This design comes from an exercise in tuning for small area on the open sky130 flow, not from production work.
At most, simulation tests tie the RTL to the original design; equivalence was not proved.
For run 6, only the layout was checked, not whether the RTL still works.
Power figures rest on the tool's default switching activity, not on a simulated workload.

`flow/design.v`:
```
package typing_pkg;
	typedef logic [7:0] ascii_t;
	typedef logic [11:0] coord_t;
	typedef logic [2:0] speed_t;
	typedef logic [2:0] slot_idx_t;
	typedef logic [11:0] bcd3_t;
	typedef enum logic [1:0] {
		ST_START  = 2'd0,  
		ST_RUN    = 2'd1,
		ST_STOP   = 2'd2,  
		ST_FINISH = 2'd3   
	} game_state_e;
	typedef enum logic [1:0] {
		CLR_WHITE = 2'd0,  
		CLR_RED   = 2'd1,  
		CLR_GREEN = 2'd2   
	} char_color_e;
endpackage
module key_filter (
	input  logic       clk,
	input  logic       arst_n,
	input  logic [7:0] ascii,
	input  logic       ctrl,
	output logic       is_enter,
	output logic       is_pause,
	output logic       letter_press,
	output logic [4:0] letter_code   
);
	logic [7:0] last_code;
	logic       key_press;
	logic       ctrl_q;
	logic       is_t;
	always_ff @(posedge clk or negedge arst_n) begin
		if (!arst_n) begin
			last_code <= '0;
			key_press <= 1'b0;
		end else begin
			last_code <= ascii;
			key_press <= (ascii != '0) && (ascii != last_code);
		end
	end
	always_ff @(posedge clk)
		ctrl_q <= ctrl;
	assign is_t = (last_code == 8'h54) || (last_code == 8'h74);
	assign is_enter     = key_press && (last_code == 8'h0d);
	assign is_pause     = key_press && ctrl_q && is_t;
	assign letter_press = key_press && !is_enter && !is_pause;
	assign letter_code  = (last_code[7:5] == 3'b010) ? last_code[4:0] : 5'd0;
endmodule
module game_fsm (
	input  logic       clk,
	input  logic       arst_n,
	input  logic       is_enter,
	input  logic       is_pause,
	input  logic       time_done,
	output logic [1:0] state,
	output logic       run,
	output logic       frame_tick,
	output logic       spawn_tick,
	output logic       second_tick,
	output logic       clear_all,
	output logic       enter_finish
);
	logic [1:0] cnt4;
	logic [2:0] cnt5;
	logic [3:0] cnt10;
	logic [1:0] cnt3;
	logic       c5_last;
	assign run = (state == 2'd1);
	always_ff @(posedge clk or negedge arst_n) begin
		if (!arst_n)
			state <= 2'd0;
		else if (run) begin
			if (time_done)
				state <= 2'd3;
			else if (is_pause)
				state <= 2'd2;
		end else if (is_enter)
			state <= 2'd1;
	end
	assign enter_finish = run && time_done;
	assign clear_all    = (state == 2'd3) && is_enter;
	assign frame_tick  = run && (cnt4 == 2'd3);
	assign c5_last     = frame_tick && (cnt5 == 3'd4);
	assign second_tick = c5_last && (cnt10 == 4'd9);
	assign spawn_tick  = c5_last && (cnt3 == 2'd2);
	always_ff @(posedge clk or negedge arst_n) begin
		if (!arst_n) begin
			cnt4  <= '0;
			cnt5  <= '0;
			cnt10 <= '0;
			cnt3  <= '0;
		end else if (run) begin
			cnt4 <= cnt4 + 1'b1;
			if (frame_tick)
				cnt5 <= (cnt5 == 3'd4) ? 3'd0 : cnt5 + 1'b1;
			if (c5_last) begin
				cnt10 <= (cnt10 == 4'd9) ? 4'd0 : cnt10 + 1'b1;
				cnt3  <= (cnt3 == 2'd2) ? 2'd0 : cnt3 + 1'b1;
			end
		end
	end
endmodule
module char_pool (
	input  logic       clk,
	input  logic       arst_n,
	input  logic       run,
	input  logic       frame_tick,
	input  logic       spawn_tick,
	input  logic       letter_press,
	input  logic [4:0] letter_code,
	input  logic       enter_finish,
	input  logic [2:0] slot_sel,
	output logic       slot_valid,
	output logic [11:0] slot_x,
	output logic [11:0] slot_y,
	output logic [7:0] slot_text,
	output logic [1:0] slot_color,
	output logic       hit_pulse,
	output logic       miss_pulse
);
	localparam int N = 8;
	logic [1:0] kind [N];
	logic [2:0] sub  [N];
	logic [5:0] col  [N];
	logic [4:0] code [N];
	logic [8:0] row  [N];
	logic [31:0] l0;
	logic [5:0]  l1;
	logic [1:0]  l2;
	logic        lfsr_step;
	logic [4:0]  rand_code;
	logic [N-1:0] valid;
	logic         free_found;
	logic [2:0]   free_idx;
	logic [3:0] scan_step;
	logic       judge_step;
	logic [2:0] idx;
	logic [8:0] dec;
	logic [4:0] pend_code;
	logic [4:0] cur_code;
	logic       best_found;
	logic [2:0] best_idx;
	logic [8:0] best_y;
	logic [2:0] m_st;
	logic [8:0] m_row;
	logic [4:0] m_code;
	logic       m_white;
	logic       cand;
	logic       bound_hit;
	logic       in_band;
	logic       judge;
	assign lfsr_step = spawn_tick && !enter_finish;
	assign rand_code = (l0[4:0] < 5'd26) ? l0[4:0] + 5'd1 : l0[4:0] - 5'd25;
	always_ff @(posedge clk or negedge arst_n) begin
		if (!arst_n) begin
			l0 <= 32'h938ab4e1;
			l1 <= 6'(32'h2a912bdf);
			l2 <= 2'(32'hea57d2ac);
		end else if (lfsr_step) begin
			l0 <= {l0[22] ^ l0[2] ^ l0[1] ^ l0[0], l0[31:1]};
			l1 <= {l0[0] ^ l0[2] ^ l0[7] ^ l0[8] ^ l0[10] ^ l0[14] ^ l0[15] ^ l0[26] ^ l0[30] ^ l1[1] ^ l2[0], l1[5:1]};
			l2 <= {l0[2] ^ l0[3] ^ l0[12] ^ l0[13] ^ l0[16] ^ l0[17] ^ l0[18] ^ l0[20] ^ l0[26] ^ l0[27] ^ l0[31] ^ l1[4], l2[1]};
		end
	end
	always_comb begin
		free_found = 1'b0;
		free_idx   = '0;
		for (int i = N - 1; i >= 0; i--) begin
			valid[i] = (kind[i] != 2'b00) || sub[i][2];
			if (!valid[i]) begin
				free_found = 1'b1;
				free_idx   = 3'(i);
			end
		end
	end
	assign judge_step = scan_step[3];
	assign idx        = judge_step ? best_idx : scan_step[2:0];
	always_comb
		for (int k = 0; k < 9; k++)
			dec[k] = (scan_step == 4'(k));
	logic [N-1:0] isel;
	always_comb begin
		m_st = '0; m_row = '0; m_code = '0;
		for (int i = 0; i < N; i++) begin
			isel[i] = (idx == 3'(i));
			m_st   = m_st   | ({kind[i], sub[i][2]} & {3{isel[i]}});
			m_row  = m_row  | (row[i]  & {9{isel[i]}});
			m_code = m_code | (code[i] & {5{isel[i]}});
		end
	end
	assign m_white = (m_st == 3'b001);
	assign cand = run && !judge_step && m_white && (m_code == cur_code) &&
		(m_row < 9'(400)) && (!best_found || (m_row > best_y));
	assign bound_hit = run && !judge_step && m_white && (m_row >= 9'(400));
	assign in_band   = (m_row >= 9'(320)) && (m_row < 9'(400));
	assign judge     = run && judge_step && best_found;
	assign hit_pulse  = judge && in_band;
	assign miss_pulse = bound_hit || (judge && !in_band);
	always_ff @(posedge clk or negedge arst_n) begin
		if (!arst_n) begin
			scan_step  <= '0;
			pend_code  <= '0;
			cur_code   <= '0;
			best_found <= 1'b0;
		end else if (enter_finish) begin
			scan_step  <= '0;
			pend_code  <= '0;
			cur_code   <= '0;
			best_found <= 1'b0;
		end else if (run) begin
			if (letter_press)
				pend_code <= letter_code;
			if (cand)
				best_found <= 1'b1;
			if (judge_step) begin
				cur_code   <= letter_press ? letter_code : pend_code;
				pend_code  <= '0;
				best_found <= 1'b0;
				scan_step  <= '0;
			end else begin
				scan_step <= scan_step + 1'b1;
			end
		end
	end
	always_ff @(posedge clk) begin
		if (cand) begin
			best_idx <= idx;
			best_y   <= m_row;
		end
	end
	for (genvar i = 0; i < N; i++) begin : g_slot
		logic sel, spawn_here, mark, fade_ev, colored, white;
		assign sel        = isel[i];
		assign spawn_here = spawn_tick && free_found && (free_idx == 3'(i));
		assign mark       = sel && (bound_hit || judge);
		assign colored    = (kind[i] != 2'b00);
		assign white      = !colored && sub[i][2];
		assign fade_ev    = run && colored && (kind[i][1] ? dec[3] : dec[(i + 4) % 9]);
		always_ff @(posedge clk or negedge arst_n) begin
			if (!arst_n) begin
				kind[i]   <= 2'b00;
				sub[i][2] <= 1'b0;
			end else if (enter_finish) begin
				kind[i]   <= 2'b00;
				sub[i][2] <= 1'b0;
			end else if (spawn_here) begin
				sub[i][2] <= 1'b1;
			end else if (mark) begin
				kind[i]   <= !judge ? 2'b01 : in_band ? 2'b11 : 2'b10;
				sub[i][2] <= 1'b0;
			end else if (fade_ev) begin
				if (sub[i] == 3'd4) begin
					kind[i]   <= 2'b00;
					sub[i][2] <= 1'b0;
				end else
					sub[i][2] <= sub[i][1] & sub[i][0];
			end
		end
		always_ff @(posedge clk) begin
			if (spawn_here) begin
				col[i]       <= l1;
				code[i]      <= rand_code;
				sub[i][1:0]  <= l2;
				row[i]       <= '0;
			end else begin
				if (frame_tick && white)
					row[i] <= row[i] + 9'(sub[i][1:0]) + 9'd1;
				if (mark)
					sub[i][1:0] <= 2'd0;
				else if (fade_ev)
					sub[i][1:0] <= sub[i][1:0] + 1'b1;
			end
		end
	end
	logic [N-1:0] rsel;
	logic [2:0] r_st;
	logic [5:0] r_col;
	logic [8:0] r_row;
	logic [4:0] r_code;
	always_comb begin
		r_st = '0; r_col = '0; r_row = '0; r_code = '0;
		for (int i = 0; i < N; i++) begin
			rsel[i] = (slot_sel == 3'(i));
			r_st   = r_st   | ({kind[i], sub[i][2]} & {3{rsel[i]}});
			r_col  = r_col  | (col[i]  & {6{rsel[i]}});
			r_row  = r_row  | (row[i]  & {9{rsel[i]}});
			r_code = r_code | (code[i] & {5{rsel[i]}});
		end
		slot_valid = |r_st;
		slot_color = {r_st[2] & r_st[1], r_st[2] ^ r_st[1]};
		slot_x     = {2'b00, 7'(r_col) + 7'(15), 3'b000};
		slot_y     = {3'b000, r_row};
		slot_text  = {3'b010, r_code};
	end
endmodule
module score_board (
	input  logic        clk,
	input  logic        arst_n,
	input  logic        second_tick,
	input  logic        hit_pulse,
	input  logic        miss_pulse,
	input  logic        clear_all,
	output logic        time_done,
	output logic [11:0] time_bcd,
	output logic [11:0] hit_bcd,
	output logic [11:0] miss_bcd
);
	logic [3:0] t0;
	logic [2:0] t1;
	logic [3:0] h0, h1, m0, m1;
	logic [1:0] h2, m2;
	function automatic logic [3:0] tog(input logic [3:0] d);
		tog = {d[0] & ((d[1] & d[2]) | d[3]), d[0] & d[1], d[0] & !d[3], 1'b1};
	endfunction
	logic t0c, h0c, h1c, m0c, m1c;
	assign t0c = t0[0] & t0[3];
	assign h0c = h0[0] & h0[3];
	assign h1c = h1[0] & h1[3];
	assign m0c = m0[0] & m0[3];
	assign m1c = m1[0] & m1[3];
	always_ff @(posedge clk or negedge arst_n) begin
		if (!arst_n) begin
			t0 <= '0; t1 <= '0;
			h0 <= '0; h1 <= '0; h2 <= '0;
			m0 <= '0; m1 <= '0; m2 <= '0;
		end else begin
			t0 <= {4{!clear_all}} & (t0 ^ ({4{second_tick}} & tog(t0)));
			t1 <= {3{!clear_all}} & (t1 ^ ({3{second_tick & t0c}} & {t1[1] & t1[0], t1[0], 1'b1}));
			h0 <= {4{!clear_all}} & (h0 ^ ({4{hit_pulse}} & tog(h0)));
			h1 <= {4{!clear_all}} & (h1 ^ ({4{hit_pulse & h0c}} & tog(h1)));
			h2 <= {2{!clear_all}} & (h2 ^ ({2{hit_pulse & h0c & h1c}} & {h2[0], 1'b1}));
			m0 <= {4{!clear_all}} & (m0 ^ ({4{miss_pulse}} & tog(m0)));
			m1 <= {4{!clear_all}} & (m1 ^ ({4{miss_pulse & m0c}} & tog(m1)));
			m2 <= {2{!clear_all}} & (m2 ^ ({2{miss_pulse & m0c & m1c}} & {m2[0], 1'b1}));
		end
	end
	assign time_done = (t1 == 3'd6) && (t0 == 4'd0);
	assign time_bcd  = {5'd0, t1, t0};
	assign hit_bcd   = {2'd0, h2, h1, h0};
	assign miss_bcd  = {2'd0, m2, m1, m0};
endmodule
module typing_game (
	input  logic        clk,
	input  logic        arst_n,
	input  logic [7:0]  ascii,
	input  logic        ctrl,
	input  logic [2:0]  slot_sel,
	output logic [1:0]  state,
	output logic [11:0] time_bcd,
	output logic [11:0] hit_bcd,
	output logic [11:0] miss_bcd,
	output logic        slot_valid,
	output logic [11:0] slot_x,
	output logic [11:0] slot_y,
	output logic [7:0]  slot_text,
	output logic [1:0]  slot_color
);
	logic       is_enter;
	logic       is_pause;
	logic       letter_press;
	logic [4:0] letter_code;
	logic       run;
	logic       frame_tick;
	logic       spawn_tick;
	logic       second_tick;
	logic       clear_all;
	logic       enter_finish;
	logic       time_done;
	logic       hit_pulse;
	logic       miss_pulse;
	key_filter key_filter_inst (
		.clk          (clk),
		.arst_n       (arst_n),
		.ascii        (ascii),
		.ctrl         (ctrl),
		.is_enter     (is_enter),
		.is_pause     (is_pause),
		.letter_press (letter_press),
		.letter_code  (letter_code)
	);
	game_fsm game_fsm_inst (
		.clk          (clk),
		.arst_n       (arst_n),
		.is_enter     (is_enter),
		.is_pause     (is_pause),
		.time_done    (time_done),
		.state        (state),
		.run          (run),
		.frame_tick   (frame_tick),
		.spawn_tick   (spawn_tick),
		.second_tick  (second_tick),
		.clear_all    (clear_all),
		.enter_finish (enter_finish)
	);
	char_pool char_pool_inst (
		.clk          (clk),
		.arst_n       (arst_n),
		.run          (run),
		.frame_tick   (frame_tick),
		.spawn_tick   (spawn_tick),
		.letter_press (letter_press),
		.letter_code  (letter_code),
		.enter_finish (enter_finish),
		.slot_sel     (slot_sel),
		.slot_valid   (slot_valid),
		.slot_x       (slot_x),
		.slot_y       (slot_y),
		.slot_text    (slot_text),
		.slot_color   (slot_color),
		.hit_pulse    (hit_pulse),
		.miss_pulse   (miss_pulse)
	);
	score_board score_board_inst (
		.clk         (clk),
		.arst_n      (arst_n),
		.second_tick (second_tick),
		.hit_pulse   (hit_pulse),
		.miss_pulse  (miss_pulse),
		.clear_all   (clear_all),
		.time_done   (time_done),
		.time_bcd    (time_bcd),
		.hit_bcd     (hit_bcd),
		.miss_bcd    (miss_bcd)
	);
endmodule
```
`flow/flow/run.sh`:
```
#!/bin/bash
# Standard ORFS layout (the standard.sh, standard synthesis) with two changes:
# clock tree without dummy loads and with larger sink clusters, and the
# smallest buffer on the ports. Each ORFS step keeps its own log under orfs/logs;
# make's output goes to standard.log.
export CTS_ARGS="-sink_clustering_enable -repair_clock_nets -sink_clustering_size 14 -sink_clustering_max_diameter 60 -buf_list sky130_fd_sc_hd__clkbuf_8 -dont_use_dummy_load"
export BUFFER_PORTS_ARGS="-buffer_cell sky130_fd_sc_hd__buf_1"
bash standard.sh > standard.log 2>&1
```
`flow/standard.sh`:
```
#!/bin/bash
# synth_recipe.tcl (not shown) runs the flow's synth.tcl, then flattens the netlist and writes it again
# the make line also repeats each setting of config.mk as NAME=value (left out here)
make -C /OpenROAD-flow-scripts/flow DESIGN_CONFIG=/design/flow/config.mk WORK_HOME=/design/flow/orfs CLKGATE_MAP_FILE= SYNTH_SCRIPT=/design/flow/synth_recipe.tcl "${@:-finish}"
```
`flow/config.mk`:
```
export PLATFORM = sky130hd
export DESIGN_NAME = typing_game
export DESIGN_NICKNAME = typing_game
export VERILOG_FILES = /design/flow/design.v
export SDC_FILE = /design/flow/constraint.sdc
export NUM_CORES = 4
export LEC_CHECK = 0
export CAP_MARGIN = 20
export CORE_MARGIN = 2
export CORE_UTILIZATION = 40
export SLEW_MARGIN = 20
```
`flow/constraint.sdc`:
```
create_clock -name core_clock -period 10.0 [get_ports {clk}]
set_input_delay 2.0000 -clock core_clock [delete_from_list [all_inputs] [get_ports {clk}]]
set_output_delay 2.0000 -clock core_clock [all_outputs]
set_load 0.01 [all_outputs]
```
==> impl_metrics.csv, run 1 <==
group,metric,value,unit
floorplanning,ioPinCount,87,
global_routing,grt_max_degree,74,
worst_setup_path,crit_type,"in2out",
logic_synthesis,synthCells,1610,
route,ant_nets,0,
cells_and_area,layout_common_cells,"nand2_1 (168), nor2_1 (150), edfxtp_1 (116)",
clock_tree,cts-root-buf,"clkbuf_8",
worst_hold_path,hp-class,"reg2reg",
clock_tree,cts_tree,"done",
cells_and_area,regArea,8170,sq um
clock_tree,post-cts-setup-buffers,0,
placement,dp_cells,2158,
global_routing,grt_overflow,0,
power,p_leak,6.75,nW
worst_setup_path,reg2regPathDepth,15,
worst_setup_path,start_kind,"primary input",
clock_tree,clk_pin_slew,90,ps
flow_run,drv_cap,0,
global_routing,grt_antenna_before_repair,0,
cells_and_area,fillers,3929,
worst_setup_path,timing.rr.end,"char_pool_inst.best_y[0]",
cells_and_area,drive_above_1_share,9.35,%
logic_synthesis,synth-seq-area-share,49.6,%
clock_tree,clockBufferDepth,3,
floorplanning,start_util,40.4,%
floorplanning,die_y,207,um
clock_tree,postCtsResizedCells,0,
worst_setup_path,startpoint,"slot_sel[2]",
cells_and_area,final_nets,1736,
sta,max_slew_margin,32.7,%
cells_and_area,area_delta_synth_final,7.47,%
clock_tree,ctsHoldBuffers,0,
floorplanning,core,40700,sq um
global_routing,grtUsageTotal,21.9,%
worst_setup_path,r2r_start,"char_pool_inst.scan_step[3]",
cells_and_area,instances_no_fill,2189,
sta,hold_ws,485,ps
outcome,status,"complete, no violations",
logic_synthesis,yosysTopAreaCell,"edfxtp_1",
placement,portBuffers,66,
sta,drv_slew,0,
logic_synthesis,yosysWarnings,9,
logic_synthesis,synth_area,16500,sq um
clock_tree,clk_latency,670,ps
sta,rsz0062_at_grt,"no",
route,drt_iter0_markers,1431,
cells_and_area,multiInputGateArea,7690,sq um
clock_tree,htree_levels,1,
worst_setup_path,cp_data_arrival_time,4100,ps
sta,setup_viol,0,
global_routing,grtUsageMet3,4.25,%
clock_tree,clkSinkCount,317,
power,total_power,2.74,mW
power,ir_worst_vdd,89.8,uV
placement,place.gp.congestion,0.959,
power,power.density,155,nW/um^2
route,drc,0,
clock_tree,numCtsBuffers,31,
sta,final-hold-violation-count,0,
floorplanning,dieArea,42800,sq um
route,vias_per_cell,5.82,
cells_and_area,final_common_cell,"nand2_1",
sta,fin_skew,80.9,ps
route,vias,12700,
logic_synthesis,avgSynthCellArea,10.2,sq um
worst_setup_path,cp-endpoint,"slot_x[9]",
global_routing,grt_pass1_vias,12400,
route,routed_wl,46.7,mm
placement,dp_hpwl,31.8,mm
sta,worst_pin_slew,1010,ps
floorplanning,rows,74,
route,routedWlPerCell,21.3,um
global_routing,grt_pass1_wl,72.1,mm
logic_synthesis,yosysTopAreaCellShare,21.1,%
logic_synthesis,ys_seq_elements,317,
floorplanning,die_x,207,um
global_routing,grtUsageMet2,35.2,%
worst_setup_path,reg2reg_slack,4790,ps
sta,fin_setup_tns,0,ps
sta,timing.fmax,0.164,GHz
worst_setup_path,cp_max_fo,23,
sta,fin_crit,6100,ps
global_routing,use_met1,30.2,%
route,dr.pass1.iters,7,
logic_synthesis,synth_area_leaders,"edfxtp_1 (21%), dfrtp_1 (16%), dfxtp_1 (8.9%)",
logic_synthesis,ys.flop_type,"edfxtp_1",
logic_synthesis,synth_cell_types,81,
worst_setup_path,endpoint_kind,"primary output",
global_routing,grt_busiest_layer,"met2",
sta,fin_crit_sh,61.0,%
cells_and_area,diodes,0,
logic_synthesis,synth_edf_count,116,
logic_synthesis,ys_async_sr_fraction,40.4,%
worst_setup_path,cp.required,8000,ps
-- Yosys cell counts, drive strengths merged (4+ instances only) --
master,instances
nand2,169
nor2,157
edfxtp,116
dfrtp,108
a22oi,92
dfxtp,73
inv,73
o21ai,62
clkbuf,58
xnor2,57
ha,54
nand3,53
a21oi,50
xor2,50
nand4,44
mux2,41
buf,39
or3,27
mux2i,25
and3,22
dfstp,20
nor3,19
a211oi,16
a221oi,14
a21o,13
o31ai,13
a32oi,12
nor2b,11
a22o,10
fa,9
o211ai,9
nor3b,8
nor4,8
a31oi,7
and2,7
nand3b,6
nor4b,5
o32ai,5
o22ai,4
-- state kept, by name, summed over array words and instances (netlist names), 4 cells and up --
signal	count
char_pool_inst.row	72
game_fsm_inst.cnt10	4
char_pool_inst.pend_code	5
score_board_inst.h1	4
score_board_inst.t0	4
key_filter_inst.last_code	8
char_pool_inst.l1	6
char_pool_inst.code	40
char_pool_inst.kind	16
char_pool_inst.best_y	9
char_pool_inst.sub	24
char_pool_inst.scan_step	4
char_pool_inst.cur_code	5
score_board_inst.m1	4
char_pool_inst.l0	32
score_board_inst.h0	4
score_board_inst.m0	4
char_pool_inst.col	48
-- layer usage --
| layer | wire [um] | share of wire (%) |
|---|---|---|
| met1 | 19600 | 42 |
| met2 | 21200 | 45 |
| met3 | 4490 | 9.6 |
| met4 | 1440 | 3.1 |
| met5 | 0 | 0 |
-- worst max-delay path, stage by stage --
cell and delay [ps]:
buf_1 290, nor3b_2 220, buf_4 370, a22oi_1 150, and4_1 270, ha_1 230
and3_1 180, nor3b_1 210, buf_1 170
-- report_power, final --
part	switching, mW	internal, mW
Clock	0.432	0.274
Combinational	0.441	0.186
Sequential	0.0367	1.37
Total	0.910	1.83
-- metrics by stage --
stage               setup slack, ps  instance area (sq um)  utilization (%)
floorplan                      4480                  16500                -
global placement               3990                  17300             42.4
detailed placement             3930                  17300             42.4
CTS                            3930                  17700             43.4
global route                   3800                  17700             43.4
finish                         3900                  17700             43.4
-- final cells by class --
type / instances / area share [%]
timing repair buffer: 95 / 2.65
sequential: 317 / 46.2
clock buffer: 31 / 2.41
inverter: 74 / 1.57
multi-input combinational: 1140 / 43.4
tap: 532 / 3.76
-- worst min-delay path by stage --
stage	from	to	slack, ps	cells after the start
after floorplan	game_fsm_inst.cnt4[0]	game_fsm_inst.cnt4[0]	450	1
after global placement	game_fsm_inst.cnt4[0]	game_fsm_inst.cnt4[0]	460	1
after CTS	game_fsm_inst.cnt4[0]	game_fsm_inst.cnt4[0]	490	1
final	game_fsm_inst.cnt4[0]	game_fsm_inst.cnt4[0]	490	1
after detailed placement	game_fsm_inst.cnt4[0]	game_fsm_inst.cnt4[0]	470	1
after global routing	game_fsm_inst.cnt4[0]	game_fsm_inst.cnt4[0]	500	1
-- cells by family after synthesis --
kind of cell               count (synthesis)  synth area share [%]
AOI/OAI and AO/OA                        332                  14.2
xor gates and xnor gates                 107                  5.69
and+or+nand+nor                          549                  15.8
adders and majority gates                 64                  5.26
buffers and inverters                    171                  4.64
other                                      2                0.0456
muxes                                     68                  4.77
DFF                                      317                  49.6
==> inputs of run 2 (changes only) <==
==> flow/flow/run.sh (replaced) <==
#!/bin/bash
# Standard ORFS layout (the standard.sh, standard synthesis) with two changes:
# clock tree without dummy loads and with larger sink clusters, and the
# smallest buffer on the ports. Each ORFS step keeps its own log under orfs/logs;
# make's output goes to standard.log.
export CTS_ARGS="-sink_clustering_enable -repair_clock_nets -sink_clustering_size 8 -sink_clustering_max_diameter 50 -buf_list sky130_fd_sc_hd__clkbuf_4 -dont_use_dummy_load"
export BUFFER_PORTS_ARGS="-buffer_cell sky130_fd_sc_hd__buf_1"
bash standard.sh > standard.log 2>&1
--- a/flow/config.mk
+++ b/flow/config.mk
@@ -5,7 +5,7 @@
 export SDC_FILE = /design/flow/constraint.sdc
 export NUM_CORES = 4
 export LEC_CHECK = 0
-export CAP_MARGIN = 20
+export CAP_MARGIN = 0
 export CORE_MARGIN = 2
 export CORE_UTILIZATION = 40
-export SLEW_MARGIN = 20
+export SLEW_MARGIN = 0
==> run 2 against run 1 <==
Clock power is 5.0% lower. Setup slack got worse by 6.7 ps. Die area is the same. Critical path type unchanged. Register-to-register slack gained 150 ps. Worst hold slack worse by 0.53 ps. Utilization is 0.13 points lower. Non-clock buffer count unchanged. Combinational power about the same. Clock skew is 38 ps higher.
==> impl_metrics.csv, run 2 <==
group,metric,value,unit
outcome,status,"complete, no violations",
cells_and_area,layout_common_cells,"nand2_1 (168), nor2_1 (150), edfxtp_1 (116)",
clock_tree,htree_levels,2,
clock_tree,clk_latency,830,ps
cells_and_area,fin_area,17600,sq um
power,ir_worst_vdd,82.2,uV
clock_tree,clkSinkCount,317,
cells_and_area,drive_above_1_share,10.4,%
sta,setup_viol,0,
placement,placed_area,17300,sq um
worst_setup_path,r2r_start,"char_pool_inst.scan_step[3]",
sta,hold_ws,485,ps
route,routed_wl,46.9,mm
power,power.density,153,nW/um^2
global_routing,grt_antenna_before_repair,3,
sta,fin_crit,6110,ps
cells_and_area,fillers,3964,
route,dr.pass1.iters,7,
logic_synthesis,ys.flop_type,"edfxtp_1",
clock_tree,cts_tree,"done",
placement,portBuffers,66,
clock_tree,ctsHoldBuffers,0,
floorplanning,start_util,40.4,%
worst_setup_path,cpMaxStageDelayCell,"buf_4",
global_routing,grt_max_degree,74,
clock_tree,clk_pin_slew,80,ps
global_routing,grt_overflow,0,
floorplanning,rows,74,
worst_setup_path,worstPathCellList,"buf_1 -> nor3b_2 -> buf_4 -> a22oi_1 -> and4_1 -> ha_1 -> and3_1 -> nor3b_1 -> buf_1",
logic_synthesis,yosysMostFrequentCell,"nand2_1",
worst_setup_path,cp.required,8000,ps
logic_synthesis,ys_async_sr_fraction,40.4,%
worst_hold_path,hp-class,"reg2reg",
worst_setup_path,reg2regPathDepth,15,
clock_tree,cts-root-buf,"clkbuf_4",
worst_setup_path,cp_max_fo,23,
worst_setup_path,cp_data_arrival_time,4110,ps
route,vias,12900,
logic_synthesis,synthTopCellsByCount,"nand2_1 (169), nor2_1 (157), edfxtp_1 (116), dfrtp_1 (108), a22oi_1 (92)",
route,routedWlPerCell,21.2,um
flow_run,drv_cap,0,
sta,worst_pin_slew,1160,ps
sta,fin_skew,119,ps
worst_setup_path,reg2reg_slack,4940,ps
worst_setup_path,endpoint_kind,"primary output",
global_routing,grt_pass1_vias,12600,
cells_and_area,area_delta_synth_final,7.15,%
logic_synthesis,avgSynthCellArea,10.2,sq um
cells_and_area,largest_reg_flops,72,
cells_and_area,top_register,"char_pool_inst.row",
worst_hold_path,hold_start,"game_fsm_inst.cnt4[0]",
cells_and_area,final_nets,1755,
logic_synthesis,synth_edf_count,116,
worst_setup_path,start_kind,"primary input",
logic_synthesis,synth_area_leaders,"edfxtp_1 (21%), dfrtp_1 (16%), dfxtp_1 (8.9%)",
placement,place_ws,3930,ps
placement,place.gp.congestion,0.959,
cells_and_area,top_regs,"char_pool_inst.row: 72 flops, char_pool_inst.col: 48 flops, char_pool_inst.code: 40 flops",
sta,fin_crit_sh,61.1,%
logic_synthesis,ys_seq_elements,317,
route,drc,0,
floorplanning,ioPinCount,87,
floorplanning,dieArea,42800,sq um
worst_hold_path,whs_path_depth,1,
worst_setup_path,crit_type,"in2out",
logic_synthesis,synth-seq-area-share,49.6,%
sta,max_slew_margin,22.9,%
worst_setup_path,cpMostUsedCell,"buf_1",
route,drt_iter0_markers,1558,
clock_tree,clockBufferDepth,3,
floorplanning,die_y,207,um
worst_setup_path,cp.buffers_inverters,3,
worst_setup_path,timing.rr.end,"char_pool_inst.best_idx[1]",
logic_synthesis,synthCells,1610,
clock_tree,post-cts-setup-buffers,0,
sta,rsz0062_at_grt,"no",
logic_synthesis,synth_area,16500,sq um
logic_synthesis,yosysWarnings,9,
cells_and_area,final_common_cell,"nand2_1",
sta,fin_setup_tns,0,ps
worst_setup_path,cp_top_family,"simple AND/OR/NAND/NOR gates",
sta,timing.fmax,0.164,GHz
placement,dp_hpwl,31.8,mm
logic_synthesis,synth_cell_types,81,
logic_synthesis,yosysTopAreaCellShare,21.1,%
worst_setup_path,slowest_delay,380,ps
clock_tree,postCtsResizedCells,0,
power,p_leak,6.76,nW
worst_hold_path,whs_endpoint,"game_fsm_inst.cnt4[0]",
sta,final-hold-violation-count,0,
route,ant_nets,0,
route,vias_per_cell,5.85,
sta,worst_slack,3890,ps
floorplanning,core,40700,sq um
sta,drv_slew,0,
global_routing,grt_pass1_wl,72.4,mm
floorplanning,die_x,207,um
power,total_power,2.70,mW
logic_synthesis,yosysTopAreaCell,"edfxtp_1",
global_routing,grtUsageTotal,22.2,%
clock_tree,numCtsBuffers,50,
-- run 2: cell counts after synthesis --
Identical to the previous run, type by type.
-- run 2: per-stage QoR --
step,utilization (%),cells
after CTS,43.3,2208
after global placement,42.4,2158
after floorplan,-,1628
final,43.3,2212
after global routing,43.3,2212
after detailed placement,42.4,2158
-- run 2: kinds of logic after synthesis --
family	share of synthesized area, %
and+or+nand+nor	15.8
DFF	49.6
muxes	4.77
other	0.0456
adders and majority gates	5.26
buffers and inverters	4.64
AOI/OAI and AO/OA	14.2
xor gates and xnor gates	5.69
-- run 2: power by group --
group | switching, mW | total (mW) | internal (mW)
sequential | 0.0367 | 1.40 | 1.37
combinational | 0.441 | 0.626 | 0.186
clock | 0.443 | 0.671 | 0.228
-- run 2: area by class of cell --
cell class	count	area [sq um]	area share (%)
well taps	532	666	3.77
clock buffers	50	375	2.13
multi-input cells	1140	7680	43.5
inverters	74	278	1.57
diodes	4	10.0	0.0567
flip-flops and latches	317	8170	46.3
repair buffers	95	469	2.66
-- run 2: how the worst max path moves through the flow --
stage                end   startpoint  slack, ps  cells past startpoint
2_1_floorplan  slot_x[9]  slot_sel[1]       4480                      6
3_3_place_gp   slot_x[9]  slot_sel[2]       3990                      9
3_5_place_dp   slot_x[9]  slot_sel[2]       3930                      9
4_1_cts        slot_x[9]  slot_sel[2]       3930                      9
5_1_grt        slot_x[9]  slot_sel[2]       3800                      9
6_report       slot_x[9]  slot_sel[2]       3890                      9
-- run 2: metal layers --
metal | vias up | share of wire, % | global-route usage (%)
li1 | 5922 | - | -
met1 | 6267 | 42 | 30.0
met2 | 614 | 45 | 34.9
met3 | 133 | 9.2 | 5.27
met4 | 0 | 3.1 | 7.70
met5 | - | 0 | 0
==> inputs of run 3 (changes only) <==
==> flow/flow/run.sh (replaced) <==
#!/bin/bash
# The standard layout (standard.sh) with three changes:
#  - synthesis: synth_recipe.tcl as is, but ABC maps for area (flow/area.abc);
#  - clock tree: no dummy loads, small clock buffers in small clusters;
#  - ports: buffered with the smallest buffer.
# Each ORFS step keeps its own log under orfs/logs; make's output goes to
# standard.log.
set -euo pipefail
here=$(pwd)
export FLOW_AREA_ABC=$here/flow/area.abc
export FLOW_SYNTH_TCL=$here/synth_recipe.tcl
export CTS_ARGS="-sink_clustering_enable -repair_clock_nets -sink_clustering_size 8 -sink_clustering_max_diameter 50 -buf_list sky130_fd_sc_hd__clkbuf_4 -dont_use_dummy_load"
export BUFFER_PORTS_ARGS="-buffer_cell sky130_fd_sc_hd__buf_1"
sed "s#SYNTH_SCRIPT=[^ ]*#SYNTH_SCRIPT=$here/flow/synth_area.tcl#" standard.sh > standard_area.sh
grep -q "SYNTH_SCRIPT=$here/flow/synth_area.tcl" standard_area.sh
bash standard_area.sh > standard.log 2>&1
==> flow/flow/area.abc (new file) <==
strash
&get -n
&fraig -x
&put
scorr
dc2
strash
&get -n
&dch -f
&nf -R 1000 -p
&put
==> flow/flow/synth_area.tcl (new file) <==
# The standard synthesis script (synth_recipe.tcl, unchanged), with only the
# ABC script of the technology-mapping step swapped for an area-oriented one.
# Flip-flops are mapped before ABC runs, so the registers are the standard ones.
proc abc {args} {
  set i [lsearch -exact $args -script]
  if { $i >= 0 } { lset args [expr {$i + 1}] $::env(FLOW_AREA_ABC) }
  yosys abc {*}$args
}
source $::env(FLOW_SYNTH_TCL)
--- a/flow/config.mk
+++ b/flow/config.mk
@@ -5,7 +5,7 @@
 export SDC_FILE = /design/flow/constraint.sdc
 export NUM_CORES = 4
 export LEC_CHECK = 0
-export CAP_MARGIN = 0
+export CAP_MARGIN = 20
 export CORE_MARGIN = 2
 export CORE_UTILIZATION = 40
-export SLEW_MARGIN = 0
+export SLEW_MARGIN = 20
==> run 3 against run 2 <==
Still clean. Maximum frequency fell by 0.59%. Count of clock-buffer cells in the layout fell by 1. Synthesized area fell by 7.1%. Die area fell by 7.0%. Global-route usage fell by 0.32 points. Register-to-register slack improved by 120 ps. Utilization rose by 1.2 points. Clock skew fell by 28 ps. Via count fell by 7.2%. Critical path depth rose by 1. Critical path type unchanged. Largest cell class unchanged.
==> impl_metrics.csv, run 3 <==
group,metric,value,unit
outcome,status,"complete, no violations",
cells_and_area,largest_reg_flops,72,
worst_setup_path,reg2regPathDepth,18,
logic_synthesis,synth_edf_count,116,
sta,fin_skew,90.3,ps
logic_synthesis,avgSynthCellArea,11.0,sq um
clock_tree,clkSinkCount,317,
sta,final-hold-violation-count,0,
worst_setup_path,cp_max_fo,23,
clock_tree,numCtsBuffers,49,
global_routing,grt_pass1_vias,11700,
worst_hold_path,hp-class,"reg2reg",
logic_synthesis,yosysWarnings,9,
floorplanning,die_y,200,um
cells_and_area,area_delta_synth_final,9.60,%
clock_tree,htree_levels,2,
sta,fin_setup_tns,0,ps
floorplanning,dieArea,39800,sq um
clock_tree,cts_tree,"done",
route,drc,0,
cells_and_area,final_nets,1617,
power,ir_worst_vdd,86.6,uV
global_routing,grt_antenna_before_repair,2,
worst_hold_path,whs_path_depth,1,
cells_and_area,final_common_cell,"a21oi_1",
route,vias_per_cell,5.85,
sta,rsz0062_at_grt,"no",
logic_synthesis,synth_cell_types,54,
floorplanning,ioPinCount,87,
clock_tree,post-cts-setup-buffers,0,
clock_tree,ctsHoldBuffers,0,
global_routing,grt_overflow,0,
logic_synthesis,synthCells,1395,
global_routing,grt_pass1_wl,66.8,mm
sta,worst_pin_slew,927,ps
placement,portBuffers,66,
sta,setup_viol,0,
logic_synthesis,synth-seq-area-share,53.4,%
route,drt_iter0_markers,1615,
sta,fin_crit,6140,ps
logic_synthesis,yosysTopAreaCell,"edfxtp_1",
floorplanning,rows,71,
placement,dp_hpwl,28.3,mm
global_routing,grt_max_degree,82,
cells_and_area,drive_above_1_share,7.35,%
power,p_leak,6.53,nW
placement,place_ws,3860,ps
route,dr.pass1.iters,10,
power,power.density,148,nW/um^2
sta,timing.fmax,0.163,GHz
clock_tree,postCtsResizedCells,0,
logic_synthesis,synth_area,15300,sq um
floorplanning,core,37700,sq um
clock_tree,clockBufferDepth,3,
logic_synthesis,ys_async_sr_fraction,40.4,%
cells_and_area,top_regs,"char_pool_inst.row: 72 flops, char_pool_inst.col: 48 flops, char_pool_inst.code: 40 flops",
logic_synthesis,yosysTopAreaCellShare,22.8,%
logic_synthesis,ys.flop_type,"edfxtp_1",
logic_synthesis,synthTopCellsByCount,"nor2_1 (123), a21oi_1 (120), edfxtp_1 (116), dfrtp_1 (108), nor3_1 (75)",
placement,place.gp.congestion,0.946,
worst_setup_path,crit_type,"in2out",
sta,fin_crit_sh,61.4,%
logic_synthesis,ys_seq_elements,317,
sta,worst_slack,3860,ps
flow_run,drv_cap,0,
sta,max_slew_margin,38.0,%
route,routedWlPerCell,20.6,um
worst_setup_path,start_kind,"primary input",
worst_setup_path,cp_data_arrival_time,4140,ps
sta,drv_slew,0,
worst_setup_path,cp.required,8000,ps
floorplanning,die_x,200,um
route,routed_wl,42.3,mm
cells_and_area,top_register,"char_pool_inst.row",
floorplanning,start_util,40.6,%
global_routing,grtUsageTotal,21.9,%
logic_synthesis,yosysMostFrequentCell,"nor2_1",
cells_and_area,layout_common_cells,"a21oi_1 (120), nor2_1 (118), edfxtp_1 (116)",
clock_tree,cts-root-buf,"clkbuf_4",
clock_tree,clk_latency,790,ps
power,total_power,2.49,mW
route,vias,12000,
route,ant_nets,0,
logic_synthesis,synth_area_leaders,"edfxtp_1 (23%), dfrtp_1 (18%), dfxtp_1 (9.6%)",
clock_tree,clk_pin_slew,90,ps
worst_setup_path,endpoint_kind,"primary output",
==> run 3: cell types whose count changed in the layout (fill, tap and decap cells not counted), moves of 53 or more <==
cell	previous run	this run
nand2_1	168	73
a222oi_1	1	63
clkinv_1	1	65
nor3_1	15	71
inv_1	71	0
a21oi_1	48	120
a22oi_1	92	39
==> run 3: power by group <==
group / internal (mW) / switching, mW / leakage, nW
combinational: 0.135 / 0.318 / 3.09
sequential: 1.36 / 0.0198 / 3.21
clock: 0.224 / 0.433 / 0.225
==> run 3: worst paths after layout <==
kind / from / slack (ps) / to
worst min-delay path: char_pool_inst.l0[29] / 450 / char_pool_inst.l0[28]
worst min register to register: char_pool_inst.l0[29] / 450 / char_pool_inst.l0[28]
worst max-delay path: slot_sel[0] / 3860 / slot_x[7]
max in group asynchronous: arst_n / 7450 / char_pool_inst.sub[1][2]
min in group asynchronous: arst_n / 1400 / key_filter_inst.last_code[0]
worst max register to register: char_pool_inst.scan_step[3] / 5060 / char_pool_inst.kind[0][0]
==> run 3: stage by stage <==
| stage | cells | instance area (sq um) | utilization [%] | hold WS [ps] |
|---|---|---|---|---|
| floorplan | 1413 | 15400 | - | 441 |
| global placement | 2000 | 16400 | 43.5 | 455 |
| detailed placement | 2000 | 16400 | 43.5 | 467 |
| CTS | 2049 | 16800 | 44.5 | 453 |
| global route | 2052 | 16800 | 44.5 | 467 |
| finish | 2052 | 16800 | 44.5 | 446 |
==> run 3: critical path, cell delays in order <==
cell and delay (ps):
buf_1 290, and3b_1 220, buf_4 250, a222oi_1 350, and3_1 270, ha_1 210, nand2_1 70, nor2_1 170
xor2_1 150, buf_1 170
==> run 3: layer usage <==
metal | share of wire (%) | up-vias | global-route usage, %
met1 | 43 | 5734 | 29.8
met3 | 8.1 | 142 | 4.42
met2 | 44 | 523 | 33.9
met5 | 0 | - | 0
met4 | 4.4 | 0 | 9.38
li1 | - | 5603 | -
==> run 3: cell families after synthesis <==
logic type	count (synthesis)	synth area share, %
AO/OA/AOI/OAI	358	16.5
XOR/XNOR	61	3.49
adder cells (fa/ha/maj)	63	5.59
buffers and inverters	85	2.58
flip-flops	317	53.4
multiplexers	50	3.57
other	2	0.0491
AND/OR/NAND/NOR	459	14.7
==> run 3: final cells by class <==
cell class / count / area [sq um]
Fill cell: 3625 / 20900
Sequential cell: 317 / 8170
Multi-Input combinational cell: 1011 / 6860
Tap cell: 511 / 639
Timing Repair Buffer: 96 / 480
Clock buffer: 49 / 368
Inverter: 65 / 244
Antenna cell: 3 / 7.51
==> inputs of run 4 (changes only) <==
--- a/flow/design.v
+++ b/flow/design.v
@@ -131,8 +131,6 @@
 	logic        lfsr_step;
 	logic [4:0]  rand_code;
 	logic [N-1:0] valid;
-	logic         free_found;
-	logic [2:0]   free_idx;
 	logic [3:0] scan_step;
 	logic       judge_step;
 	logic [2:0] idx;
@@ -163,16 +161,12 @@
 			l2 <= {l0[2] ^ l0[3] ^ l0[12] ^ l0[13] ^ l0[16] ^ l0[17] ^ l0[18] ^ l0[20] ^ l0[26] ^ l0[27] ^ l0[31] ^ l1[4], l2[1]};
 		end
 	end
+	logic [N-1:0] first_free;
 	always_comb begin
-		free_found = 1'b0;
-		free_idx   = '0;
-		for (int i = N - 1; i >= 0; i--) begin
+		for (int i = 0; i < N; i++)
 			valid[i] = (kind[i] != 2'b00) || sub[i][2];
-			if (!valid[i]) begin
-				free_found = 1'b1;
-				free_idx   = 3'(i);
-			end
-		end
+		for (int i = 0; i < N; i++)
+			first_free[i] = !valid[i] && ((valid & ((N)'(1) << i) - 1'b1) == ((N)'(1) << i) - 1'b1);
 	end
 	assign judge_step = scan_step[3];
 	assign idx        = judge_step ? best_idx : scan_step[2:0];
@@ -232,7 +226,7 @@
 	for (genvar i = 0; i < N; i++) begin : g_slot
 		logic sel, spawn_here, mark, fade_ev, colored, white;
 		assign sel        = isel[i];
-		assign spawn_here = spawn_tick && free_found && (free_idx == 3'(i));
+		assign spawn_here = spawn_tick && first_free[i];
 		assign mark       = sel && (bound_hit || judge);
 		assign colored    = (kind[i] != 2'b00);
 		assign white      = !colored && sub[i][2];
@@ -250,11 +244,11 @@
 				kind[i]   <= !judge ? 2'b01 : in_band ? 2'b11 : 2'b10;
 				sub[i][2] <= 1'b0;
 			end else if (fade_ev) begin
-				if (sub[i] == 3'd4) begin
+				if (sub[i] == 3'b110) begin
 					kind[i]   <= 2'b00;
 					sub[i][2] <= 1'b0;
 				end else
-					sub[i][2] <= sub[i][1] & sub[i][0];
+					sub[i][2] <= sub[i][1];
 			end
 		end
 		always_ff @(posedge clk) begin
@@ -269,7 +263,7 @@
 				if (mark)
 					sub[i][1:0] <= 2'd0;
 				else if (fade_ev)
-					sub[i][1:0] <= sub[i][1:0] + 1'b1;
+					sub[i][1:0] <= {sub[i][0], !sub[i][2]};
 			end
 		end
 	end
--- a/flow/config.mk
+++ b/flow/config.mk
@@ -7,5 +7,5 @@
 export LEC_CHECK = 0
 export CAP_MARGIN = 20
 export CORE_MARGIN = 2
-export CORE_UTILIZATION = 40
+export CORE_UTILIZATION = 60
 export SLEW_MARGIN = 20
==> run 4 against run 3 <==
Largest power group unchanged. Still clean. Highest routed layer unchanged. Clock power down 3%. Routed wire length down 5.4%. Synthesized area down 1.3%. Critical endpoint unchanged. Non-clock buffer count down 2.
==> impl_metrics.csv, run 4 <==
group,metric,value,unit
cells_and_area,final_common_cell,"nand2_1",
sta,fin_skew,77.4,ps
global_routing,grt_pass1_vias,11600,
cells_and_area,drive_above_1_share,6.86,%
cells_and_area,layout_common_cells,"nand2_1 (193), edfxtp_1 (116), a21oi_1 (110)",
placement,dp_hpwl,26.8,mm
sta,max_slew_margin,27.0,%
worst_setup_path,endpoint_kind,"primary output",
route,vias,12400,
clock_tree,clockBufferDepth,3,
clock_tree,clkSinkCount,317,
global_routing,grt_max_degree,66,
clock_tree,clk_latency,700,ps
placement,place_ws,3980,ps
route,dr.pass1.iters,9,
logic_synthesis,ys_seq_elements,317,
clock_tree,ctsHoldBuffers,0,
worst_hold_path,hp-class,"reg2reg",
sta,fin_setup_tns,0,ps
floorplanning,dieArea,26500,sq um
clock_tree,postCtsResizedCells,0,
logic_synthesis,synthCells,1450,
route,vias_per_cell,6.46,
worst_setup_path,cp_max_fo,23,
power,power.density,153,nW/um^2
route,drc,0,
clock_tree,cts-root-buf,"clkbuf_4",
logic_synthesis,yosysMostFrequentCell,"nand2_1",
clock_tree,cts_tree,"done",
floorplanning,start_util,60.5,%
floorplanning,rows,58,
cells_and_area,fillers,2068,
logic_synthesis,synth-seq-area-share,54.1,%
clock_tree,numCtsBuffers,47,
logic_synthesis,ys.flop_type,"edfxtp_1",
sta,setup_viol,0,
route,drt_iter0_markers,1781,
sta,worst_slack,3960,ps
floorplanning,ioPinCount,87,
sta,worst_pin_slew,1090,ps
outcome,status,"complete, no violations",
logic_synthesis,yosysTopAreaCell,"edfxtp_1",
logic_synthesis,synth_area,15100,sq um
sta,final-hold-violation-count,0,
route,ant_nets,0,
placement,place.gp.congestion,0.915,
route,routed_wl,40.1,mm
worst_setup_path,cp_data_arrival_time,4040,ps
cells_and_area,final_nets,1651,
floorplanning,core,25000,sq um
route,routedWlPerCell,20.9,um
power,ir_worst_vdd,100,uV
flow_run,drv_cap,0,
sta,timing.fmax,0.165,GHz
worst_setup_path,start_kind,"primary input",
placement,portBuffers,66,
cells_and_area,top_regs,"char_pool_inst.row: 72 flops, char_pool_inst.col: 48 flops, char_pool_inst.code: 40 flops",
worst_setup_path,reg2reg_slack,5070,ps
logic_synthesis,synth_edf_count,116,
floorplanning,die_y,163,um
logic_synthesis,synth_area_leaders,"edfxtp_1 (23%), dfrtp_1 (18%), dfxtp_1 (9.7%)",
sta,fin_crit,6040,ps
power,p_leak,6.48,nW
logic_synthesis,ys_async_sr_fraction,40.4,%
logic_synthesis,synthTopCellsByCount,"nand2_1 (193), edfxtp_1 (116), a21oi_1 (110), dfrtp_1 (108), nor2_1 (97)",
clock_tree,clk_pin_slew,80,ps
global_routing,grt_overflow,0,
clock_tree,post-cts-setup-buffers,0,
worst_setup_path,crit_type,"in2out",
global_routing,grt_pass1_wl,62.5,mm
cells_and_area,top_register,"char_pool_inst.row",
logic_synthesis,yosysWarnings,9,
cells_and_area,area_delta_synth_final,8.00,%
cells_and_area,largest_reg_flops,72,
logic_synthesis,synth_cell_types,55,
logic_synthesis,avgSynthCellArea,10.4,sq um
global_routing,grt_antenna_before_repair,2,
sta,fin_crit_sh,60.4,%
clock_tree,htree_levels,2,
floorplanning,die_x,163,um
global_routing,grtUsageTotal,30.3,%
worst_setup_path,cp.required,8000,ps
logic_synthesis,yosysTopAreaCellShare,23.1,%
sta,drv_slew,0,
sta,rsz0062_at_grt,"no",
[run 4: final cells by class]
class / count / area [sq um] / share of cell area (%)
Sequential cell: 317 / 8170 / 50.1
Timing Repair Buffer: 94 / 462 / 2.83
Antenna cell: 2 / 5.00 / 0.0307
Multi-Input combinational cell: 1074 / 6690 / 41.0
Tap cell: 330 / 413 / 2.53
Inverter: 57 / 214 / 1.31
Clock buffer: 47 / 353 / 2.16
[run 4: path summary, 6_finish.rpt]
kind                                             start  cells after the start                        end
min in group asynchronous                       arst_n                      1       char_pool_inst.l0[9]
setup reg to reg           char_pool_inst.scan_step[3]                     17     score_board_inst.h2[0]
hold reg to reg                  char_pool_inst.l0[24]                      2      char_pool_inst.l0[23]
hold / removal                   char_pool_inst.l0[24]                      2      char_pool_inst.l0[23]
max in group asynchronous                       arst_n                      2  char_pool_inst.kind[5][1]
setup / recovery                           slot_sel[1]                      9                  slot_x[7]
[run 4: metal layers]
| layer | global-route usage, % | share of wire (%) | up-vias |
|---|---|---|---|
| met5 | 0 | 0 | - |
| met4 | 14.2 | 4.5 | 0 |
| met3 | 5.47 | 9.9 | 140 |
| met2 | 47.1 | 45 | 726 |
| met1 | 41.6 | 41 | 5791 |
| li1 | - | - | 5748 |
[run 4: report_power, final]
part	switching [mW]	leakage [nW]	internal, mW
clock	0.423	0.216	0.215
sequential	0.0220	3.26	1.36
combinational	0.327	3.01	0.142
[run 4: cell families after synthesis]
| family | share of synthesized area [%] |
|---|---|
| compound gates | 16.3 |
| xor+xnor | 3.02 |
| fa+ha+maj | 4.26 |
| buf+inv | 2.41 |
| flops | 54.1 |
| mux | 1.08 |
| other cells | 0.0497 |
| simple gates | 18.8 |
[run 4: per-stage QoR]
stage / hold WS (ps) / utilization, % / power, mW / area, sq um / instances
2_1_floorplan: 435 / - / 1.68 / 15200 / 1468
3_3_place_gp: 439 / 63.9 / 1.85 / 15900 / 1872
3_5_place_dp: 446 / 63.9 / 1.86 / 15900 / 1872
4_1_cts: 460 / 65.3 / 2.48 / 16300 / 1919
5_1_grt: 472 / 65.3 / 2.59 / 16300 / 1920
6_report: 456 / 65.3 / 2.49 / 16300 / 1921
[run 4: critical path, cell delays in order]
cell and delay [ps]:
buf_1 270, and3b_1 220, buf_4 240, a222oi_1 370, and3_1 260, ha_1 220, nand3_1 130, xnor2_1 150
buf_1 170
==> inputs of run 5 (changes only) <==
--- a/flow/config.mk
+++ b/flow/config.mk
@@ -7,5 +7,5 @@
 export LEC_CHECK = 0
 export CAP_MARGIN = 20
 export CORE_MARGIN = 2
-export CORE_UTILIZATION = 60
+export CORE_UTILIZATION = 40
 export SLEW_MARGIN = 20
==> run 5 against run 4 <==
Still clean on timing, DRC and antenna. Maximum frequency is 0.52% higher. Die area is 49% higher. Total power is 0.81% higher. Critical endpoint is now slot_x[8]. Largest cell class unchanged.
==> impl_metrics.csv, run 5 <==
group,metric,value,unit
outcome,status,"complete, no violations",
logic_synthesis,yosysTopAreaCellShare,23.1,%
sta,fin_crit_sh,60.1,%
sta,setup_viol,0,
worst_setup_path,reg2regPathDepth,18,
sta,drv_slew,0,
worst_setup_path,cpMostUsedCell,"buf_1",
cells_and_area,drive_above_1_share,6.91,%
floorplanning,ioPinCount,87,
logic_synthesis,ys_seq_elements,317,
worst_setup_path,cp_max_fo,23,
power,sw_frac_of_total,31.4,%
route,drc,0,
global_routing,grt_max_degree,72,
worst_setup_path,timing.rr.end,"score_board_inst.h2[0]",
worst_setup_path,cp.required,8000,ps
logic_synthesis,synthAdderAreaFrac,4.26,%
global_routing,grt_pass1_vias,11800,
power,p_int,1.72,mW
worst_setup_path,startpoint,"slot_sel[2]",
route,drt_iter0_markers,1337,
floorplanning,core,37400,sq um
sta,timing.fmax,0.166,GHz
power,pwr-share-clk,26.1,%
logic_synthesis,synth_compound_area_share,16.3,%
placement,placed_area,16200,sq um
power,power_frac_comb,18.8,%
route,vias_per_cell,5.88,
global_routing,grtUsageTotal,21.9,%
logic_synthesis,synth-simple-area-share,18.8,%
logic_synthesis,synthTopCellsByCount,"nand2_1 (193), edfxtp_1 (116), a21oi_1 (110), dfrtp_1 (108), nor2_1 (97)",
sta,worst_pin_slew,1040,ps
power,switchingPower,0.787,mW
logic_synthesis,synth_cell_types,55,
route,ant_nets,0,
floorplanning,dieArea,39300,sq um
placement,place_ws,4010,ps
worst_hold_path,hp-class,"reg2reg",
cells_and_area,fin_area,16600,sq um
clock_tree,cts-root-buf,"clkbuf_4",
worst_setup_path,cp_data_arrival_time,4010,ps
clock_tree,clkSinkCount,317,
floorplanning,die_y,198,um
sta,worst_slack,3990,ps
logic_synthesis,synth_edf_count,116,
power,p_leak,6.50,nW
worst_hold_path,hold_start,"char_pool_inst.l0[24]",
clock_tree,clk_pin_slew,90,ps
floorplanning,die_x,198,um
cells_and_area,final_nets,1653,
cells_and_area,top_register,"char_pool_inst.row",
clock_tree,ctsHoldBuffers,0,
clock_tree,htree_levels,2,
route,routed_wl,42.6,mm
clock_tree,post-cts-setup-buffers,0,
placement,portBuffers,66,
route,routedWlPerCell,20.2,um
cells_and_area,area_delta_synth_final,9.64,%
logic_synthesis,yosysWarnings,9,
logic_synthesis,synthCells,1450,
clock_tree,cts_tree,"done",
logic_synthesis,ys_async_sr_fraction,40.4,%
global_routing,grt_pass1_wl,66.3,mm
floorplanning,rows,71,
logic_synthesis,avgSynthCellArea,10.4,sq um
worst_setup_path,crit_type,"in2out",
clock_tree,clk_latency,770,ps
logic_synthesis,yosysTopAreaCell,"edfxtp_1",
clock_tree,clockBufferDepth,3,
flow_run,drv_cap,0,
power,pwr-share-seq,55.0,%
sta,fin_setup_tns,0,ps
placement,dp_hpwl,28.1,mm
worst_setup_path,cp-endpoint,"slot_x[8]",
worst_setup_path,cpMaxStageDelayCell,"buf_4",
logic_synthesis,yosysMostFrequentCell,"nand2_1",
sta,rsz0062_at_grt,"no",
logic_synthesis,synth_top_family_by_area,"simple AND/OR/NAND/NOR gates",
cells_and_area,layout_common_cells,"nand2_1 (193), edfxtp_1 (116), a21oi_1 (110)",
placement,place.gp.congestion,0.873,
global_routing,grt_overflow,0,
logic_synthesis,synth_area_leaders,"edfxtp_1 (23%), dfrtp_1 (18%), dfxtp_1 (9.7%)",
logic_synthesis,synth-seq-area-share,54.1,%
worst_setup_path,slowest_delay,360,ps
worst_setup_path,start_kind,"primary input",
sta,fin_crit,6010,ps
worst_setup_path,r2r_start,"char_pool_inst.scan_step[3]",
power,power.density,151,nW/um^2
floorplanning,start_util,40.4,%
logic_synthesis,ys.flop_type,"edfxtp_1",
logic_synthesis,synthXorXnorAreaFrac,3.02,%
sta,final-hold-violation-count,0,
global_routing,grt_antenna_before_repair,2,
cells_and_area,largest_reg_flops,72,
worst_setup_path,worstPathCellList,"buf_1 -> nor3b_2 -> buf_4 -> a222oi_1 -> and4_1 -> and3_1 -> a21oi_1 -> xnor2_1 -> buf_1",
clock_tree,postCtsResizedCells,0,
worst_setup_path,endpoint_kind,"primary output",
route,vias,12400,
clock_tree,numCtsBuffers,48,
cells_and_area,top_regs,"char_pool_inst.row: 72 flops, char_pool_inst.col: 48 flops, char_pool_inst.code: 40 flops",
logic_synthesis,synth_area,15100,sq um
sta,fin_skew,63.1,ps
sta,max_slew_margin,30.5,%
cells_and_area,final_common_cell,"nand2_1",
route,dr.pass1.iters,9,
power,ir_worst_vdd,78.9,uV
cells_and_area,utilization,44.3,%
worst_setup_path,reg2reg_slack,4950,ps
logic_synthesis,synth_mux_area_share,1.08,%
run 5: changes by cell type in the layout (fill, tap and decap cells not counted), sizes merged:
cell and change:
clkbuf +1, diode +1, buf +1
run 5: layout make-up:
| class | instances | area, sq um |
|---|---|---|
| multi-input cells | 1074 | 6700 |
| repair buffers | 95 | 467 |
| diodes | 3 | 7.51 |
| flip-flops and latches | 317 | 8170 |
| clock buffers | 48 | 360 |
| well taps | 511 | 639 |
| inverters | 57 | 214 |
| fillers | 3593 | 20800 |
run 5: worst min-delay path by stage:
| stage | endpoint | cells past startpoint |
|---|---|---|
| CTS | char_pool_inst.l0[23] | 2 |
| finish | char_pool_inst.l0[23] | 2 |
| global placement | char_pool_inst.l0[23] | 2 |
| detailed placement | char_pool_inst.l0[23] | 2 |
| global route | char_pool_inst.l0[10] | 2 |
| floorplan | char_pool_inst.l0[23] | 2 |
run 5: through the flow:
step / std cells / power (mW) / hold WS (ps)
after detailed placement: 2054 / 1.87 / 448
after CTS: 2102 / 2.52 / 462
after floorplan: 1468 / 1.68 / 435
final: 2105 / 2.51 / 460
after global routing: 2105 / 2.62 / 465
after global placement: 2053 / 1.86 / 444
run 5: metal layers:
layer | global-route usage, % | routed length, um
met1 | 29.0 | 18000
met5 | 0 | 0
met2 | 34.9 | 19300
met4 | 9.27 | 1650
met3 | 4.62 | 3540
run 5: kinds of logic (layout without fill, tap and decap cells):
logic type	count (synthesis)	in the layout
AND/OR/NAND/NOR	587	587
other	2	23
multiplexers	16	16
adder cells (fa/ha/maj)	46	46
XOR/XNOR	52	52
buffers and inverters	77	200
flip-flops	317	317
AO/OA/AOI/OAI	353	353
run 5: power groups by stage:
stage                     Clock [mW]  Sequential [mW]  Combinational [mW]
after global placement             0             1.41               0.454
after floorplan                    0             1.40               0.273
after CTS                      0.683             1.38               0.460
after detailed placement           0             1.41               0.457
final                          0.655             1.38               0.473
after global routing           0.733             1.38               0.504
run 5: worst max-delay path, delay by kind of cell:
family	cells	cell delay, ps
buf+inv	3	820
simple gates	3	730
compound gates	2	320
xor+xnor	1	140
==> inputs of run 6 (changes only) <==
--- a/flow/design.v
+++ b/flow/design.v
@@ -256,10 +256,7 @@
 				col[i]       <= l1;
 				code[i]      <= rand_code;
 				sub[i][1:0]  <= l2;
-				row[i]       <= '0;
 			end else begin
-				if (frame_tick && white)
-					row[i] <= row[i] + 9'(sub[i][1:0]) + 9'd1;
 				if (mark)
 					sub[i][1:0] <= 2'd0;
 				else if (fade_ev)
@@ -267,6 +264,14 @@
 			end
 		end
 	end
+	for (genvar i = 0; i < N; i++) begin : g_row
+		always_ff @(posedge clk) begin
+			if (!valid[i])
+				row[i] <= '0;
+			else if (frame_tick && (kind[i] == 2'b00))
+				row[i] <= row[i] + 9'(sub[i][1:0]) + 9'd1;
+		end
+	end
 	logic [N-1:0] rsel;
 	logic [2:0] r_st;
 	logic [5:0] r_col;
==> run 6 against run 5 <==
Largest power group unchanged. Clock skew grew 50 ps. Final cell count shrank 5.7%. Worst hold slack gained 17 ps. Global-route usage shrank 0.87 points. Die area shrank 0.66%. Setup slack lost 280 ps. Utilization grew 0.23 points. Sequential share of layout area grew 0.57 points. Sequential power is essentially flat. Highest routed layer is now met5. Combinational power shrank 13%. Critical path type unchanged.
==> impl_metrics.csv, run 6 <==
group,metric,value,unit
logic_synthesis,ys_async_sr_fraction,40.4,%
floorplanning,core,36800,sq um
clock_tree,numCtsBuffers,49,
clock_tree,postCtsResizedCells,0,
power,p_leak,6.38,nW
worst_setup_path,cp.required,8000,ps
route,ant_nets,0,
sta,fin_skew,113,ps
logic_synthesis,synthXorXnorAreaFrac,3.21,%
power,ir_worst_vdd,73.8,uV
route,dr.pass1.iters,13,
route,vias_per_cell,6.00,
logic_synthesis,synthAdderAreaFrac,4.29,%
route,vias,11900,
sta,final-hold-violation-count,0,
sta,max_slew_margin,31.5,%
worst_hold_path,hold_start,"game_fsm_inst.cnt3[1]",
global_routing,grtUsageTotal,21.1,%
worst_setup_path,cp_data_arrival_time,4290,ps
clock_tree,clockBufferDepth,3,
cells_and_area,final_nets,1578,
cells_and_area,top_register,"char_pool_inst.row",
floorplanning,die_y,198,um
sta,timing.fmax,0.159,GHz
floorplanning,ioPinCount,87,
sta,fin_crit,6290,ps
logic_synthesis,synth-seq-area-share,54.5,%
worst_hold_path,hp-class,"reg2reg",
logic_synthesis,synth-simple-area-share,15.6,%
sta,fin_crit_sh,62.9,%
sta,worst_pin_slew,1030,ps
worst_hold_path,whs_path_depth,1,
clock_tree,clk_latency,780,ps
cells_and_area,drive_above_1_share,7.06,%
global_routing,grt_overflow,0,
sta,fin_setup_tns,0,ps
logic_synthesis,yosysWarnings,9,
placement,portBuffers,66,
floorplanning,dieArea,39100,sq um
logic_synthesis,ys_seq_elements,317,
placement,dp_cells,1935,
worst_setup_path,crit_type,"in2out",
sta,setup_viol,0,
route,routed_wl,40.7,mm
cells_and_area,layout_common_cells,"a21oi_1 (124), edfxtp_1 (116), dfrtp_1 (108)",
logic_synthesis,synth_top_family_by_area,"compound AO/OA/AOI/OAI gates",
outcome,status,"complete, no violations",
logic_synthesis,avgSynthCellArea,10.9,sq um
worst_setup_path,reg2regPathDepth,17,
logic_synthesis,yosysMostFrequentCell,"a21oi_1",
route,drc,0,
logic_synthesis,yosysTopAreaCellShare,23.2,%
clock_tree,clk_pin_slew,80,ps
flow_run,drv_cap,0,
route,drt_iter0_markers,1489,
sta,hold_ws,477,ps
cells_and_area,multiInputGateArea,6570,sq um
logic_synthesis,synth_mux_area_share,3.09,%
cells_and_area,regArea,8170,sq um
sta,rsz0062_at_grt,"no",
floorplanning,start_util,40.8,%
cells_and_area,top_regs,"char_pool_inst.row: 72 flops, char_pool_inst.col: 48 flops, char_pool_inst.code: 40 flops",
worst_setup_path,r2r_start,"char_pool_inst.scan_step[3]",
clock_tree,clkSinkCount,317,
logic_synthesis,synth_area,15000,sq um
power,power.density,149,nW/um^2
clock_tree,cts_tree,"done",
worst_setup_path,cp_max_fo,23,
global_routing,grt_pass1_vias,11400,
cells_and_area,area_delta_synth_final,9.13,%
logic_synthesis,synth_area_leaders,"edfxtp_1 (23%), dfrtp_1 (18%), dfxtp_1 (9.7%)",
placement,dp_hpwl,27.9,mm
clock_tree,htree_levels,2,
floorplanning,rows,70,
cells_and_area,final_common_cell,"a21oi_1",
sta,drv_slew,0,
floorplanning,die_x,198,um
clock_tree,ctsHoldBuffers,0,
logic_synthesis,ys.flop_type,"edfxtp_1",
clock_tree,cts-root-buf,"clkbuf_4",
logic_synthesis,synth_edf_count,116,
logic_synthesis,synthTopCellsByCount,"a21oi_1 (124), edfxtp_1 (116), dfrtp_1 (108), nand2_1 (90), nor3_1 (85)",
worst_setup_path,start_kind,"primary input",
cells_and_area,largest_reg_flops,72,
clock_tree,post-cts-setup-buffers,0,
global_routing,grt_pass1_wl,63.9,mm
logic_synthesis,synthCells,1376,
cells_and_area,instances_no_fill,1985,
logic_synthesis,synth_cell_types,51,
placement,place.gp.congestion,0.924,
worst_setup_path,endpoint_kind,"primary output",
worst_setup_path,startpoint,"slot_sel[0]",
logic_synthesis,synth_compound_area_share,16.8,%
global_routing,grt_max_degree,71,
cells_and_area,fillers,3565,
global_routing,grt_antenna_before_repair,2,
logic_synthesis,yosysTopAreaCell,"edfxtp_1",
route,routedWlPerCell,20.5,um
[run 6: changes by cell type after synthesis, moves of 9 or more]
cell and change:
nand2_1 -103, mux2_1 +32, a21oi_1 +14, nor2_1 -13, nor3_1 +13, and3_1 +11, a222oi_1 +9
[run 6: metal layers]
layer / share of wire (%) / vias to the layer above / wire length, um / track usage [%]
li1: - / 5553 / - / -
met1: 43 / 5713 / 17400 / 27.8
met2: 46 / 521 / 18600 / 33.7
met3: 7.8 / 123 / 3160 / 4.01
met4: 3.8 / 2 / 1570 / 9.50
met5: 0.017 / - / 7 / 0
[run 6: cell type report]
class	count	share of cell area (%)
Tap cell	468	3.58
Inverter	59	1.35
Antenna cell	1	0.0153
Multi-Input combinational cell	998	40.1
Clock buffer	49	2.25
Timing Repair Buffer	93	2.77
Sequential cell	317	49.9
[run 6: critical path, cell delays in order]
cell and delay, ps:
buf_1 270, and3b_1 230, buf_4 250, a22o_1 260
a221oi_1 190, and3_1 270, ha_1 200, and2_0 180
nand2_1 90, xnor2_1 160, buf_1 170
[run 6: metrics by stage]
step                      setup slack [ps]  util, %  power (mW)  cell area (sq um)
after floorplan                       3430        -        1.64              15100
after global placement                3830     43.5        1.80              16000
after detailed placement              3730     43.5        1.81              16000
after CTS                             3720     44.5        2.46              16400
after global routing                  3580     44.5        2.55              16400
final                                 3710     44.5        2.44              16400
[run 6: final timing paths]
check | to | slack (ps)
setup / recovery | slot_x[7] | 3710
hold / removal | game_fsm_inst.cnt3[1] | 480
setup reg to reg | score_board_inst.h1[3] | 4870
hold reg to reg | game_fsm_inst.cnt3[1] | 480
max in group asynchronous | char_pool_inst.kind[3][0] | 7200
min in group asynchronous | score_board_inst.h1[2] | 1360
[run 6: logic make-up after synthesis]
| group | count (synthesis) |
|---|---|
| AND/OR/NAND/NOR | 466 |
| AO/OA/AOI/OAI | 369 |
| flip-flops | 317 |
| buffers and inverters | 79 |
| XOR/XNOR | 55 |
| adder cells (fa/ha/maj) | 46 |
| multiplexers | 42 |
| other | 2 |
[run 6: report_power, final]
group	total (mW)	switching (mW)	internal, mW
combinational	0.412	0.289	0.123
clock	0.646	0.422	0.224
sequential	1.38	0.0214	1.36

## separate check: timing with driven ports
The flow's constraints put no driver on any port. The routed layouts listed below were extracted and timed again, unchanged, in two steps.
Step 1: set_driving_cell puts a clkbuf_16 on clk and a buf_2 on each other input, an assumption about the parent block.
Step 2 times the ports against the registers' clock, not the clock port: input delays grow and output delays shrink by t, the midpoint of the rising clock arrivals with the driver on.
a / b / c = ideal / step 1 / step 2; a / b = the first two.
run | t, ns | setup slack, ns | slew at the worst register clock pin (ns) | worst data-port slew with drivers (ns)
run 1 | 0.682 | 3.900 / 3.878 / 3.878 | 0.10 / 0.10 | 0.03
run 2 | 0.824 | 3.893 / 3.872 / 3.872 | 0.11 / 0.11 | 0.03
run 3 | 0.799 | 3.857 / 3.834 / 3.834 | 0.10 / 0.10 | 0.03
run 4 | 0.704 | 3.955 / 3.933 / 3.933 | 0.10 / 0.10 | 0.03
run 5 | 0.791 | 3.986 / 3.961 / 3.961 | 0.10 / 0.10 | 0.03
run 6 | 0.772 | 3.709 / 3.683 / 3.683 | 0.09 / 0.09 | 0.06
After both steps every run listed still meets setup and hold. The setup slack of run 6, which loses most, moves by -0.026 ns with the drivers and by -0.026 ns with both steps.
